This is an optimization exercise on Yosys and OpenROAD, whose aim is small area, a short achievable clock period and few clock cycles per item, not a production implementation. Where RTL was checked, it was by simulation tests only, not by an equivalence proof against the original.

==> inputs of run G <==
==> flow/design.v <==
`timescale 1ns / 1ps
`default_nettype none
package viq_pkg;
  localparam int unsigned GUEST_COUNT    = 2;
  localparam int unsigned GUEST_W        = 1;
  localparam int unsigned QUEUE_SLOTS_DEF = 64;
  localparam int unsigned ID_W           = 10;
  localparam int unsigned ACTION_W       = 4;
  localparam int unsigned STATUS_W       = 2;
  localparam logic [ID_W-1:0] SPURIOUS_ID = 10'h3FF;
  typedef enum logic [ACTION_W-1:0] {
    ACT_EOI_FWD      = 4'd0,
    ACT_INJECT_CUR   = 4'd1,
    ACT_READ_LATCH   = 4'd2,
    ACT_PUSH_OWN     = 4'd3,
    ACT_POP_ADAPT    = 4'd4,
    ACT_QUERY        = 4'd5,
    ACT_PUSH_OTHER   = 4'd6,
    ACT_POP          = 4'd7,
    ACT_INJECT_OTHER = 4'd8,
    ACT_GUEST_EOI    = 4'd9
  } action_e;
  typedef enum logic [STATUS_W-1:0] {
    STAT_OK        = 2'd0,
    STAT_EMPTY     = 2'd1,
    STAT_FULL      = 2'd2,
    STAT_SWALLOWED = 2'd3
  } status_e;
  typedef struct packed {
    logic accept;    
    logic load_rd;   
  } ctrl_cmd_t;
  typedef struct packed {
    logic pop_read;  
  } dp_status_t;
endpackage
`default_nettype wire
`timescale 1ns / 1ps
`default_nettype none
module viq_ram #(
  parameter int unsigned WIDTH = 10,
  parameter int unsigned DEPTH = 63
) (
  input  wire logic                       clk_i,
  input  wire logic                       push_i,
  input  wire logic [WIDTH-1:0]           wdata_i,
  input  wire logic [7:0]                 hi_i,
  input  wire logic [7:0]                 lo_i,
  output logic      [WIDTH-1:0]           head_o
);
  logic [WIDTH-1:0] mem_q [DEPTH];
  always_ff @(posedge clk_i) begin
    if (push_i) begin
      mem_q[0] <= wdata_i;
      for (int i = 1; i < DEPTH; i++) begin
        mem_q[i] <= mem_q[i-1];
      end
    end
  end
  logic [7:0][WIDTH-1:0] grp;
  always_comb begin
    for (int j = 0; j < 8; j++) begin
      grp[j] = '0;
      for (int k = 0; k < 8; k++) begin
        if (8 * j + k < DEPTH) grp[j] = grp[j] | ({WIDTH{lo_i[k]}} & mem_q[8 * j + k]);
      end
    end
    head_o = '0;
    for (int j = 0; j < 8; j++) begin
      head_o = head_o | ({WIDTH{hi_i[j]}} & grp[j]);
    end
  end
endmodule
`default_nettype wire
`timescale 1ns / 1ps
`default_nettype none
module viq_ctrl (
  input  wire logic clk_i,
  input  wire logic rst_ni,
  input  wire logic in_valid_i,
  output logic      in_stall_o,
  output logic      out_valid_o,
  input  wire logic out_stall_i,
  output logic      accept_o,    
  output logic      a_load_o,    
  output logic      a_from_b_o,  
  output logic      b_load_o     
);
  logic a_v_q, b_v_q;
  assign in_stall_o  = b_v_q;
  assign out_valid_o = a_v_q;
  assign accept_o    = in_valid_i & ~b_v_q;
  assign a_load_o    = ~a_v_q | ~out_stall_i;
  assign a_from_b_o  = b_v_q;
  assign b_load_o    = a_v_q & out_stall_i & ~b_v_q;
  always_ff @(posedge clk_i or negedge rst_ni) begin
    if (!rst_ni) begin
      a_v_q <= 1'b0;
      b_v_q <= 1'b0;
    end else begin
      a_v_q <= b_v_q | accept_o | (a_v_q & out_stall_i);
      b_v_q <= b_v_q ? out_stall_i : (accept_o & a_v_q & out_stall_i);
    end
  end
endmodule
`default_nettype wire
`timescale 1ns / 1ps
`default_nettype none
import viq_pkg::*;
module viq_dp (
  input  wire logic                  clk_i,
  input  wire logic                  rst_ni,
  input  wire logic                  accept_i,
  input  wire logic                  a_load_i,
  input  wire logic                  a_from_b_i,
  input  wire logic                  b_load_i,
  input  wire logic [ACTION_W-1:0]   action_i,
  input  wire logic                  current_vm_i,
  input  wire logic                  target_vm_i,
  input  wire logic [ID_W-1:0]       irq_id_i,
  output logic      [STATUS_W-1:0]   status_res_o,
  output logic      [ID_W-1:0]       value_o,
  output logic                       nonempty_o,
  output logic                       forward_valid_o,
  output logic      [ID_W-1:0]       forward_id_o
);
  localparam int unsigned DEPTH = QUEUE_SLOTS_DEF - 1;
  logic [GUEST_COUNT-1:0] [ID_W-1:0]  ack_q;
  logic [GUEST_COUNT-1:0]             adapt_q;
  logic [GUEST_COUNT-1:0] [7:0]       hi_q, lo_q;
  logic [GUEST_COUNT-1:0] [ID_W-1:0]  head;
  logic [GUEST_COUNT-1:0]             full, empty, push_en, pop_en;
  logic [STATUS_W-1:0] stat_q, stat_d;
  logic [ID_W-1:0]     value_q, value_d;
  logic                ne_q, ne_d;
  logic                fwd_v_q, fwd_v_d;
  logic [ID_W-1:0]     fwd_id_q, fwd_id_d;
  viq_pkg::action_e act;
  logic cur, tgt, oth, push_g, pop_g, is_push, is_pop;
  assign act     = viq_pkg::action_e'(action_i);
  assign cur     = current_vm_i;
  assign tgt     = target_vm_i;
  assign oth     = ~current_vm_i;
  assign push_g  = (act == ACT_PUSH_OTHER) ? oth : cur;
  assign pop_g   = (act == ACT_POP_ADAPT) ? cur : tgt;
  assign is_push = (act == ACT_PUSH_OWN) || (act == ACT_PUSH_OTHER);
  assign is_pop  = (act == ACT_POP_ADAPT) || (act == ACT_POP);
  for (genvar g = 0; g < GUEST_COUNT; g++) begin : g_q
    assign full[g]    = hi_q[g][7] & lo_q[g][6];
    assign empty[g]   = hi_q[g][7] & lo_q[g][7];
    assign push_en[g] = accept_i && is_push && (push_g == g) && !full[g];
    assign pop_en[g]  = accept_i && is_pop && (pop_g == g) && !empty[g];
    viq_ram #(
      .WIDTH(ID_W),
      .DEPTH(DEPTH)
    ) u_store (
      .clk_i  (clk_i),
      .push_i (push_en[g]),
      .wdata_i(irq_id_i),
      .hi_i   (hi_q[g]),
      .lo_i   (lo_q[g]),
      .head_o (head[g])
    );
    always_ff @(posedge clk_i or negedge rst_ni) begin
      if (!rst_ni) begin
        hi_q[g] <= 8'h80;
        lo_q[g] <= 8'h80;
      end else if (push_en[g]) begin
        lo_q[g] <= {lo_q[g][6:0], lo_q[g][7]};
        if (lo_q[g][7]) hi_q[g] <= {hi_q[g][6:0], hi_q[g][7]};
      end else if (pop_en[g]) begin
        lo_q[g] <= {lo_q[g][0], lo_q[g][7:1]};
        if (lo_q[g][0]) hi_q[g] <= {hi_q[g][0], hi_q[g][7:1]};
      end
    end
    always_ff @(posedge clk_i or negedge rst_ni) begin
      if (!rst_ni) begin
        ack_q[g]   <= SPURIOUS_ID;
        adapt_q[g] <= 1'b0;
      end else if (accept_i) begin
        unique case (act)
          ACT_INJECT_CUR: begin
            if (cur == g) begin
              if (adapt_q[g]) adapt_q[g] <= 1'b0;
              else ack_q[g] <= irq_id_i;
            end
          end
          ACT_POP_ADAPT: if (cur == g) adapt_q[g] <= 1'b1;
          ACT_INJECT_OTHER: if (oth == g) ack_q[g] <= irq_id_i;
          ACT_GUEST_EOI: if (cur == g) ack_q[g] <= SPURIOUS_ID;
          default: ;
        endcase
      end
    end
  end
  always_comb begin
    stat_d   = STAT_OK;
    value_d  = SPURIOUS_ID;
    ne_d     = 1'b0;
    fwd_v_d  = 1'b0;
    fwd_id_d = '0;
    unique case (act)
      ACT_EOI_FWD: begin
        fwd_v_d  = 1'b1;
        fwd_id_d = irq_id_i;
      end
      ACT_INJECT_CUR: if (adapt_q[cur]) stat_d = STAT_SWALLOWED;
      ACT_READ_LATCH: value_d = ack_q[cur];
      ACT_PUSH_OWN, ACT_PUSH_OTHER: if (full[push_g]) stat_d = STAT_FULL;
      ACT_POP_ADAPT, ACT_POP: begin
        if (empty[pop_g]) stat_d = STAT_EMPTY;
        else value_d = head[pop_g];
      end
      ACT_QUERY: ne_d = !empty[tgt];
      ACT_GUEST_EOI: begin
        fwd_v_d  = 1'b1;
        fwd_id_d = irq_id_i;
      end
      default: ;
    endcase
  end
  logic [STATUS_W-1:0] b_stat_q;
  logic [ID_W-1:0]     b_data_q;
  logic                b_ne_q;
  logic                b_fwd_v_q;
  always_ff @(posedge clk_i) begin
    if (b_load_i) begin
      b_stat_q  <= stat_d;
      b_data_q  <= fwd_v_d ? fwd_id_d : value_d;
      b_ne_q    <= ne_d;
      b_fwd_v_q <= fwd_v_d;
    end
  end
  always_ff @(posedge clk_i) begin
    if (a_load_i) begin
      if (a_from_b_i) begin
        stat_q   <= b_stat_q;
        value_q  <= b_fwd_v_q ? SPURIOUS_ID : b_data_q;
        ne_q     <= b_ne_q;
        fwd_v_q  <= b_fwd_v_q;
        fwd_id_q <= b_fwd_v_q ? b_data_q : '0;
      end else begin
        stat_q   <= stat_d;
        value_q  <= value_d;
        ne_q     <= ne_d;
        fwd_v_q  <= fwd_v_d;
        fwd_id_q <= fwd_id_d;
      end
    end
  end
  assign status_res_o    = stat_q;
  assign value_o         = value_q;
  assign nonempty_o      = ne_q;
  assign forward_valid_o = fwd_v_q;
  assign forward_id_o    = fwd_id_q;
endmodule
`default_nettype wire
`timescale 1ns / 1ps
`default_nettype none
import viq_pkg::*;
module virtual_irq_ack_latch_and_pending_fifo (
  input  wire logic                clk_i,
  input  wire logic                rst_ni,
  input  wire logic                in_valid_i,
  output logic                     in_stall_o,
  input  wire logic [ACTION_W-1:0] action_i,
  input  wire logic                current_vm_i,
  input  wire logic                target_vm_i,
  input  wire logic [ID_W-1:0]     irq_id_i,
  output logic                     out_valid_o,
  input  wire logic                out_stall_i,
  output logic      [STATUS_W-1:0] status_o,
  output logic      [ID_W-1:0]     value_o,
  output logic                     nonempty_o,
  output logic                     forward_valid_o,
  output logic      [ID_W-1:0]     forward_id_o
);
  logic accept, a_load, a_from_b, b_load;
  viq_ctrl u_ctrl (
    .clk_i      (clk_i),
    .rst_ni     (rst_ni),
    .in_valid_i (in_valid_i),
    .in_stall_o (in_stall_o),
    .out_valid_o(out_valid_o),
    .out_stall_i(out_stall_i),
    .accept_o   (accept),
    .a_load_o   (a_load),
    .a_from_b_o (a_from_b),
    .b_load_o   (b_load)
  );
  viq_dp u_dp (
    .clk_i          (clk_i),
    .rst_ni         (rst_ni),
    .accept_i       (accept),
    .a_load_i       (a_load),
    .a_from_b_i     (a_from_b),
    .b_load_i       (b_load),
    .action_i       (action_i),
    .current_vm_i   (current_vm_i),
    .target_vm_i    (target_vm_i),
    .irq_id_i       (irq_id_i),
    .status_res_o   (status_o),
    .value_o        (value_o),
    .nonempty_o     (nonempty_o),
    .forward_valid_o(forward_valid_o),
    .forward_id_o   (forward_id_o)
  );
endmodule
`default_nettype wire
==> flow/run.sh <==
#!/bin/bash
# synth_recipe.tcl (not shown) runs the flow's synth.tcl, then flattens the netlist and writes it again
# the make line also repeats each setting of config.mk as NAME=value (left out here)
make -C /OpenROAD-flow-scripts/flow DESIGN_CONFIG=/design/flow/config.mk WORK_HOME=/design/flow/orfs CLKGATE_MAP_FILE= SYNTH_SCRIPT=/design/flow/synth_recipe.tcl finish
==> flow/config.mk <==
export PLATFORM = sky130hd
export DESIGN_NAME = virtual_irq_ack_latch_and_pending_fifo
export DESIGN_NICKNAME = virtual_irq_ack_latch_and_pending_fifo
export VERILOG_FILES = /design/flow/design.v
export SDC_FILE = /design/flow/constraint.sdc
export NUM_CORES = 4
export LEC_CHECK = 0
export CAP_MARGIN = 20
export CORE_MARGIN = 2
export CORE_UTILIZATION = 50
export SETUP_SLACK_MARGIN = 3.1
export SLEW_MARGIN = 20
==> flow/constraint.sdc <==
create_clock -name core_clock -period 5.5 [get_ports {clk_i}]
set_input_delay 1.1000 -clock core_clock [delete_from_list [all_inputs] [get_ports {clk_i}]]
set_output_delay 1.1000 -clock core_clock [all_outputs]
set_load 0.01 [all_outputs]
==> inputs of run Y, as changes to run G <==
--- a/flow/config.mk
+++ b/flow/config.mk
@@ -8,5 +8,7 @@
 export CAP_MARGIN = 20
 export CORE_MARGIN = 2
-export CORE_UTILIZATION = 50
-export SETUP_SLACK_MARGIN = 3.1
+export CORE_UTILIZATION = 75
+export CTS_CLUSTER_DIAMETER = 60
+export CTS_CLUSTER_SIZE = 25
+export SETUP_SLACK_MARGIN = 3.2
 export SLEW_MARGIN = 20
==> inputs of run D, as changes to run G <==
==> flow/design.v, changed modules only <==
module viq_ram #(
  parameter int unsigned WIDTH = 10,
  parameter int unsigned DEPTH = 63
) (
  input  wire logic                       clk_i,
  input  wire logic                       push_i,
  input  wire logic [WIDTH-1:0]           wdata_i,
  input  wire logic [$clog2(DEPTH+1)-1:0] count_i,
  output logic      [WIDTH-1:0]           head_o
);
  logic [WIDTH-1:0] mem_q [DEPTH];
  always_ff @(posedge clk_i) begin
    if (push_i) begin
      mem_q[0] <= wdata_i;
      for (int i = 1; i < DEPTH; i++) begin
        mem_q[i] <= mem_q[i-1];
      end
    end
  end
  always_comb begin
    head_o = mem_q[0];
    for (int i = 1; i < DEPTH; i++) begin
      if (count_i == ($clog2(DEPTH+1))'(i + 1)) head_o = mem_q[i];
    end
  end
endmodule
module viq_ctrl (
  input  wire logic clk_i,
  input  wire logic rst_ni,
  input  wire logic in_valid_i,
  output logic      in_stall_o,
  output logic      out_valid_o,
  input  wire logic out_stall_i,
  output logic      accept_o,
  output logic      load_o
);
  logic valid_q;
  assign in_stall_o  = valid_q & out_stall_i;
  assign load_o      = ~in_stall_o;
  assign accept_o    = in_valid_i & ~in_stall_o;
  assign out_valid_o = valid_q;
  always_ff @(posedge clk_i or negedge rst_ni) begin
    if (!rst_ni) begin
      valid_q <= 1'b0;
    end else begin
      valid_q <= accept_o | in_stall_o;
    end
  end
endmodule
module viq_dp (
  input  wire logic                  clk_i,
  input  wire logic                  rst_ni,
  input  wire logic                  accept_i,
  input  wire logic                  load_i,
  input  wire logic [ACTION_W-1:0]   action_i,
  input  wire logic                  current_vm_i,
  input  wire logic                  target_vm_i,
  input  wire logic [ID_W-1:0]       irq_id_i,
  output logic      [STATUS_W-1:0]   status_res_o,
  output logic      [ID_W-1:0]       value_o,
  output logic                       nonempty_o,
  output logic                       forward_valid_o,
  output logic      [ID_W-1:0]       forward_id_o
);
  localparam int unsigned DEPTH = QUEUE_SLOTS_DEF - 1;
  localparam int unsigned CNT_W = $clog2(DEPTH + 1);
  logic [GUEST_COUNT-1:0] [ID_W-1:0]  ack_q;
  logic [GUEST_COUNT-1:0]             adapt_q;
  logic [GUEST_COUNT-1:0] [CNT_W-1:0] cnt_q;
  logic [GUEST_COUNT-1:0] [ID_W-1:0]  head;
  logic [GUEST_COUNT-1:0]             full, empty, push_en, pop_en;
  logic [STATUS_W-1:0] stat_q, stat_d;
  logic [ID_W-1:0]     value_q, value_d;
  logic                ne_q, ne_d;
  logic                fwd_v_q, fwd_v_d;
  logic [ID_W-1:0]     fwd_id_q, fwd_id_d;
  viq_pkg::action_e act;
  logic cur, tgt, oth, push_g, pop_g, is_push, is_pop;
  assign act     = viq_pkg::action_e'(action_i);
  assign cur     = current_vm_i;
  assign tgt     = target_vm_i;
  assign oth     = ~current_vm_i;
  assign push_g  = (act == ACT_PUSH_OTHER) ? oth : cur;
  assign pop_g   = (act == ACT_POP_ADAPT) ? cur : tgt;
  assign is_push = (act == ACT_PUSH_OWN) || (act == ACT_PUSH_OTHER);
  assign is_pop  = (act == ACT_POP_ADAPT) || (act == ACT_POP);
  for (genvar g = 0; g < GUEST_COUNT; g++) begin : g_q
    assign full[g]    = (cnt_q[g] == CNT_W'(DEPTH));
    assign empty[g]   = (cnt_q[g] == '0);
    assign push_en[g] = accept_i && is_push && (push_g == g) && !full[g];
    assign pop_en[g]  = accept_i && is_pop && (pop_g == g) && !empty[g];
    viq_ram #(
      .WIDTH(ID_W),
      .DEPTH(DEPTH)
    ) u_store (
      .clk_i  (clk_i),
      .push_i (push_en[g]),
      .wdata_i(irq_id_i),
      .count_i(cnt_q[g]),
      .head_o (head[g])
    );
    always_ff @(posedge clk_i or negedge rst_ni) begin
      if (!rst_ni) begin
        cnt_q[g] <= '0;
      end else if (push_en[g]) begin
        cnt_q[g] <= cnt_q[g] + 1'b1;
      end else if (pop_en[g]) begin
        cnt_q[g] <= cnt_q[g] - 1'b1;
      end
    end
    always_ff @(posedge clk_i or negedge rst_ni) begin
      if (!rst_ni) begin
        ack_q[g]   <= SPURIOUS_ID;
        adapt_q[g] <= 1'b0;
      end else if (accept_i) begin
        unique case (act)
          ACT_INJECT_CUR: begin
            if (cur == g) begin
              if (adapt_q[g]) adapt_q[g] <= 1'b0;
              else ack_q[g] <= irq_id_i;
            end
          end
          ACT_POP_ADAPT: if (cur == g) adapt_q[g] <= 1'b1;
          ACT_INJECT_OTHER: if (oth == g) ack_q[g] <= irq_id_i;
          ACT_GUEST_EOI: if (cur == g) ack_q[g] <= SPURIOUS_ID;
          default: ;
        endcase
      end
    end
  end
  always_comb begin
    stat_d   = STAT_OK;
    value_d  = SPURIOUS_ID;
    ne_d     = 1'b0;
    fwd_v_d  = 1'b0;
    fwd_id_d = '0;
    unique case (act)
      ACT_EOI_FWD: begin
        fwd_v_d  = 1'b1;
        fwd_id_d = irq_id_i;
      end
      ACT_INJECT_CUR: if (adapt_q[cur]) stat_d = STAT_SWALLOWED;
      ACT_READ_LATCH: value_d = ack_q[cur];
      ACT_PUSH_OWN, ACT_PUSH_OTHER: if (full[push_g]) stat_d = STAT_FULL;
      ACT_POP_ADAPT, ACT_POP: begin
        if (empty[pop_g]) stat_d = STAT_EMPTY;
        else value_d = head[pop_g];
      end
      ACT_QUERY: ne_d = !empty[tgt];
      ACT_GUEST_EOI: begin
        fwd_v_d  = 1'b1;
        fwd_id_d = irq_id_i;
      end
      default: ;
    endcase
  end
  always_ff @(posedge clk_i) begin
    if (load_i) begin
      stat_q   <= stat_d;
      value_q  <= value_d;
      ne_q     <= ne_d;
      fwd_v_q  <= fwd_v_d;
      fwd_id_q <= fwd_id_d;
    end
  end
  assign status_res_o    = stat_q;
  assign value_o         = value_q;
  assign nonempty_o      = ne_q;
  assign forward_valid_o = fwd_v_q;
  assign forward_id_o    = fwd_id_q;
endmodule
module virtual_irq_ack_latch_and_pending_fifo (
  input  wire logic                clk_i,
  input  wire logic                rst_ni,
  input  wire logic                in_valid_i,
  output logic                     in_stall_o,
  input  wire logic [ACTION_W-1:0] action_i,
  input  wire logic                current_vm_i,
  input  wire logic                target_vm_i,
  input  wire logic [ID_W-1:0]     irq_id_i,
  output logic                     out_valid_o,
  input  wire logic                out_stall_i,
  output logic      [STATUS_W-1:0] status_o,
  output logic      [ID_W-1:0]     value_o,
  output logic                     nonempty_o,
  output logic                     forward_valid_o,
  output logic      [ID_W-1:0]     forward_id_o
);
  logic accept, load;
  viq_ctrl u_ctrl (
    .clk_i      (clk_i),
    .rst_ni     (rst_ni),
    .in_valid_i (in_valid_i),
    .in_stall_o (in_stall_o),
    .out_valid_o(out_valid_o),
    .out_stall_i(out_stall_i),
    .accept_o   (accept),
    .load_o     (load)
  );
  viq_dp u_dp (
    .clk_i          (clk_i),
    .rst_ni         (rst_ni),
    .accept_i       (accept),
    .load_i         (load),
    .action_i       (action_i),
    .current_vm_i   (current_vm_i),
    .target_vm_i    (target_vm_i),
    .irq_id_i       (irq_id_i),
    .status_res_o   (status_o),
    .value_o        (value_o),
    .nonempty_o     (nonempty_o),
    .forward_valid_o(forward_valid_o),
    .forward_id_o   (forward_id_o)
  );
endmodule
--- a/flow/config.mk
+++ b/flow/config.mk
@@ -8,5 +8,4 @@
 export CAP_MARGIN = 20
 export CORE_MARGIN = 2
-export CORE_UTILIZATION = 50
-export SETUP_SLACK_MARGIN = 3.1
+export CORE_UTILIZATION = 30
 export SLEW_MARGIN = 20
==> inputs of run F, as changes to run G <==
--- a/flow/config.mk
+++ b/flow/config.mk
@@ -8,5 +8,7 @@
 export CAP_MARGIN = 20
 export CORE_MARGIN = 2
-export CORE_UTILIZATION = 50
+export CORE_UTILIZATION = 80
+export CTS_CLUSTER_DIAMETER = 60
+export CTS_CLUSTER_SIZE = 25
 export SETUP_SLACK_MARGIN = 3.1
 export SLEW_MARGIN = 20
==> impl_metrics.ini <==
[global_route]
grt_antenna_before_repair = 4

[synthesis]
yosys-top-cells-count = sky130_fd_sc_hd__edfxtp_1 (1298), sky130_fd_sc_hd__a22oi_1 (696), sky130_fd_sc_hd__clkbuf_1 (144)
synthSimpleGateAreaFrac_pct = 3.60
synth-adder-area-share_pct = 0

[outcome]
result_of_the_run = no timing/DRC/antenna violations

[cts]
insertion_delay_ns = 0.66
Source of the figures above: run Y

==> impl_metrics.ini <==
[synthesis]
synthSimpleGateAreaFrac_pct = 3.60
synth-adder-area-share_pct = 0
synth_area_per_cell_um2 = 18.0

[power_and_ir_drop]
pg_seq_mw = 11.5

[timing]
finish_stage_setup_viols = 0

[global_route]
grt_antenna_before_repair = 4

[cts]
insertion_delay_ns = 0.74

[outcome]
result_of_the_run = no timing/DRC/antenna violations

[setup_path]
critPathCaptureType = output port
Source of the figures above: run G

==> impl_metrics.ini <==
[synthesis]
synth-adder-area-share_pct = 0.257
synthSimpleGateAreaFrac_pct = 8.73

[outcome]
result_of_the_run = no timing/DRC/antenna violations

[cells_and_area]
non_clock_buffer_count = 191
layout.cells.most_common_list = sky130_fd_sc_hd__edfxtp_1 (1284), sky130_fd_sc_hd__nand2_1 (237), sky130_fd_sc_hd__nor2_1 (234)

[setup_path]
timing.critical_path.slowest_stage_cell = sky130_fd_sc_hd__a2111oi_1
timing.critical_path.fanout_max = 37

[cts]
insertion_delay_ns = 0.80

[global_route]
grt_antenna_before_repair = 6

[die]
dieArea_um2 = 185000
Source of the figures above: run D

==> impl_metrics.ini <==
[global_route]
grt_antenna_before_repair = 7

[synthesis]
synthSimpleGateAreaFrac_pct = 3.60
synth-adder-area-share_pct = 0
yosys-top-cells-count = sky130_fd_sc_hd__edfxtp_1 (1298), sky130_fd_sc_hd__a22oi_1 (696), sky130_fd_sc_hd__clkbuf_1 (144)

[outcome]
result_of_the_run = no timing/DRC/antenna violations

[setup_path]
critical_path.cell_chain = buf_12, buf_12, a222oi_1, nand3_1, a22oi_2, nand3_1, o22ai_2, a21oi_1
Source of the figures above: run F

Testbench counts of run G, summed over its fixed seeds: cycles 32,008, items 32,000.
Testbench counts of run Y, summed over its fixed seeds: cycles 32,008, items 32,000.
Testbench counts of run F, summed over its fixed seeds: cycles 32,008, items 32,000.
The RTL of run D was laid out without a check of its function.

afterwards: timing with drivers on the ports:
In the flow no input, the clock included, has a driving cell. The finished layouts below were timed again as built, in two steps. Step 1 (the two cells are an assumption about what drives the block):
set clk [get_ports {clk_i}]
set_driving_cell -lib_cell sky130_fd_sc_hd__clkbuf_16 $clk
set_driving_cell -lib_cell sky130_fd_sc_hd__buf_2 [delete_from_list [all_inputs] $clk]
Step 2 adds t to the input delays and takes it off the output delays; t is the mean of the earliest and latest rising clock arrival at the registers after step 1. Input paths then give back, and output paths get back, about the clock's delay inside the block. Slacks: no drivers / after step 1 / after step 2; pairs: no drivers / after step 1.
run | t, ns | setup WS [ns] | worst setup path after step 2 | slew at the worst register clock pin (ns)
run G | 0.806 | 2.987 / 2.914 / 2.377 | input to register | 0.07 / 0.07
run Y | 0.710 | 2.940 / 2.940 / 2.428 | input to register | 0.11 / 0.11
run D | 0.851 | 0.438 / 0.438 / 0.339 | input to register | 0.07 / 0.07
run F | 0.710 | 2.858 / 2.858 / 2.395 | input to register | 0.11 / 0.11
After both steps every run listed still meets setup and hold. For run G, which loses most, drivers alone change the setup slack by -0.073 ns; drivers and shift together by -0.610 ns.
